This design comes from an exercise in tuning for small area, a short achievable clock period and few clock cycles per item on the open sky130 flow, not from production work. The RTL was checked by simulation tests, not by an equivalence proof against the original design. No activity file was given, so power comes from the tool's default toggle rates.

==> flow/design.v (excerpt) <==
module data_mem_bank #(
  parameter int ADDR_W    = 8,
  parameter bit INIT_ZERO = 1
) (
  input  logic              clk,
  input  logic              rst_n,
  input  logic              req_valid,
  output logic              req_ready,
  input  logic              req_we,
  input  logic [2:0]        req_funct3,
  input  logic [ADDR_W-1:0] req_addr,
  input  logic [31:0]       req_wdata,
  output logic              resp_valid,
  input  logic              resp_ready,
  output logic [31:0]       resp_rdata,
  output logic              resp_err
);
  localparam int WORDS = 2 ** (ADDR_W - 2);
  logic [31:0] mem [WORDS];
  logic              stall;
  logic              resp_empty;
  logic              in_err;
  logic [1:0]        in_lane;
  logic [3:0]        in_be;
  logic [31:0]       in_wd;
  logic              s1_v;
  logic [3:0]        s1_be;
  logic [WORDS-1:0]  s1_sel;
  logic [31:0]       s1_wd;
  logic [1:0]        s1_lane;
  logic [2:0]        s1_f3;
  logic              s1_zero;
  logic              s1_err;
  logic [WORDS-1:0]  sel;
  logic [31:0]       rd_word;
  logic              s2_v;
  logic [31:0]       s2_word;
  logic [1:0]        s2_lane;
  logic [2:0]        s2_f3;
  logic              s2_zero;
  logic              s2_err;
  logic [7:0]        rd_byte;
  logic [15:0]       rd_half;
  logic [31:0]       ld_data;
  assign stall     = !resp_empty && !resp_ready;
  assign req_ready = !resp_valid || resp_ready;
  always_comb begin
    in_err = (req_funct3[1:0] == 2'b11) || (req_funct3 == 3'b110) || (req_we && req_funct3[2]);
    case (req_funct3[1:0])
      2'b10:   in_lane = 2'b00;
      2'b01:   in_lane = {req_addr[1], 1'b0};
      default: in_lane = req_addr[1:0];
    endcase
    case (req_funct3[1:0])
      2'b00: begin
        in_be = 4'b0001 << in_lane;
        in_wd = {4{req_wdata[7:0]}};
      end
      2'b01: begin
        in_be = in_lane[1] ? 4'b1100 : 4'b0011;
        in_wd = {2{req_wdata[15:0]}};
      end
      default: begin
        in_be = 4'b1111;
        in_wd = req_wdata;
      end
    endcase
    if (in_err || !req_we || !req_valid) begin
      in_be = 4'b0000;
    end
  end
  always_ff @(posedge clk or negedge rst_n) begin
    if (!rst_n) begin
      s1_v  <= 1'b0;
      s1_be <= 4'b0000;
    end else if (!stall) begin
      s1_v  <= req_valid;
      s1_be <= in_be;
    end
  end
  always_ff @(posedge clk) begin
  ...
For scale: ~4,300 cells after synthesis, roughly 2,200 flip-flops, ~83 I/O pins, about 81,000 µm² of cells after synthesis.
clock: 4.2 ns
lec_check: 0
cap_margin: 5
core_margin: 2
core_utilization: 45
cts_cluster_diameter: 100
cts_cluster_size: 30
place_density: 0.75
setup_slack_margin: 1.85
slew_margin: 5
synth_hierarchical: 1
synth_minimum_keep_size: 0
run.sh (not shown) runs the stock make flow with config.mk's settings and CLKGATE_MAP_FILE= SYNTH_SCRIPT=/design/flow/synth_recipe.tcl, a recipe that flattens the netlist after the stock synthesis.
The starting point produced a clean layout.
Testbench counts at the start, summed over its fixed seeds: cycles 177,641, items 160,000.
Next try:
CTS_CLUSTER_DIAMETER = 90   (was 100)
CTS_CLUSTER_SIZE = 26   (was 30)
PLACE_DENSITY = not set   (was 0.75)
- setup slack gets worse by 110 ps
- synthesized cell count does not change
- die area is unchanged
- synthesized area does not change
- worst hold slack loses 18 ps
Next try:
CTS_CLUSTER_DIAMETER = 100   (was 90)
CTS_CLUSTER_SIZE = 30   (was 26)
=> Non-clock buffer count climbs by 3. Combinational power hardly moves. Clock-buffer cell count drops by 14.

data_mem_bank, a different RTL version from the one above (not shown whole).
Size in the first run: about 4200 cells after synthesis, ~83 I/O pins.
export LEC_CHECK = 0
export CAP_MARGIN = 5
export CORE_MARGIN = 2
export CORE_UTILIZATION = 60
export SETUP_SLACK_MARGIN = 1.85
export SLEW_MARGIN = 5
export SYNTH_HIERARCHICAL = 1
export SYNTH_MINIMUM_KEEP_SIZE = 0
create_clock -name core_clock -period 4.2 [get_ports {clk}]
The starting point passed the timing, DRC and antenna checks.
Testbench counts at the start, summed over its fixed seeds: cycles 177,641, items 160,000.
Next try:
- CORE_UTILIZATION: 60 -> 45
- CTS_CLUSTER_DIAMETER: not set -> 100
- CTS_CLUSTER_SIZE: not set -> 30
- SETUP_SLACK_MARGIN: 1.85 -> 2.0
After rerunning: Power came out lower by 16%. Clock skew came out higher by 0.030 ns. Area after synthesis does not change. Die area came out higher by 33%. Via count came out lower by 5.5%. Worst setup slack gets better by 0.090 ns. Count of clock-buffer cells in the layout came out lower by 180. Routed wire length came out lower by 8.2%. Non-clock buffer count came out higher by 36. Utilization came out lower by 19 points. Final area came out lower by 1.9%.

## port drivers added, routing unchanged
The flow's constraints put no driver on any port. The routed layouts listed below were extracted and timed again, unchanged, in two steps. Step 1 assumes that a clkbuf_16 drives the clock port and a buf_2 every other input. Step 2 also shifts input and output timing later by t, the mid clock arrival at the registers, as if the neighbouring blocks saw the same clock. Three values: ideal ports, drivers, drivers and shift; two values: the first two.
run | shift t [ns] | setup WS [ns] | worst setup path after step 2 | slew at the worst register clock pin (ns) | cell pins on the clock port's net
the first run of note 1 | 0.811 | 1.858 / 1.798 / 1.334 | input to register | 0.11 / 0.11 | 1
the second run of note 1 | 0.833 | 1.748 / 1.660 / 1.250 | input to register | 0.11 / 0.11 | 1
the third run of note 1 | 0.820 | 1.731 / 1.642 / 1.273 | input to register | 0.12 / 0.12 | 1
the first run of note 2 | 0.891 | 1.766 / 1.704 / 1.050 | input to register | 0.07 / 0.07 | 1
the second run of note 2 | 0.810 | 1.856 / 1.856 / 1.365 | input to register | 0.12 / 0.12 | 1
After both steps every run listed still meets setup and hold. For the first run of note 2, which loses most, drivers alone change the setup slack by -0.062 ns; drivers and shift together by -0.716 ns.
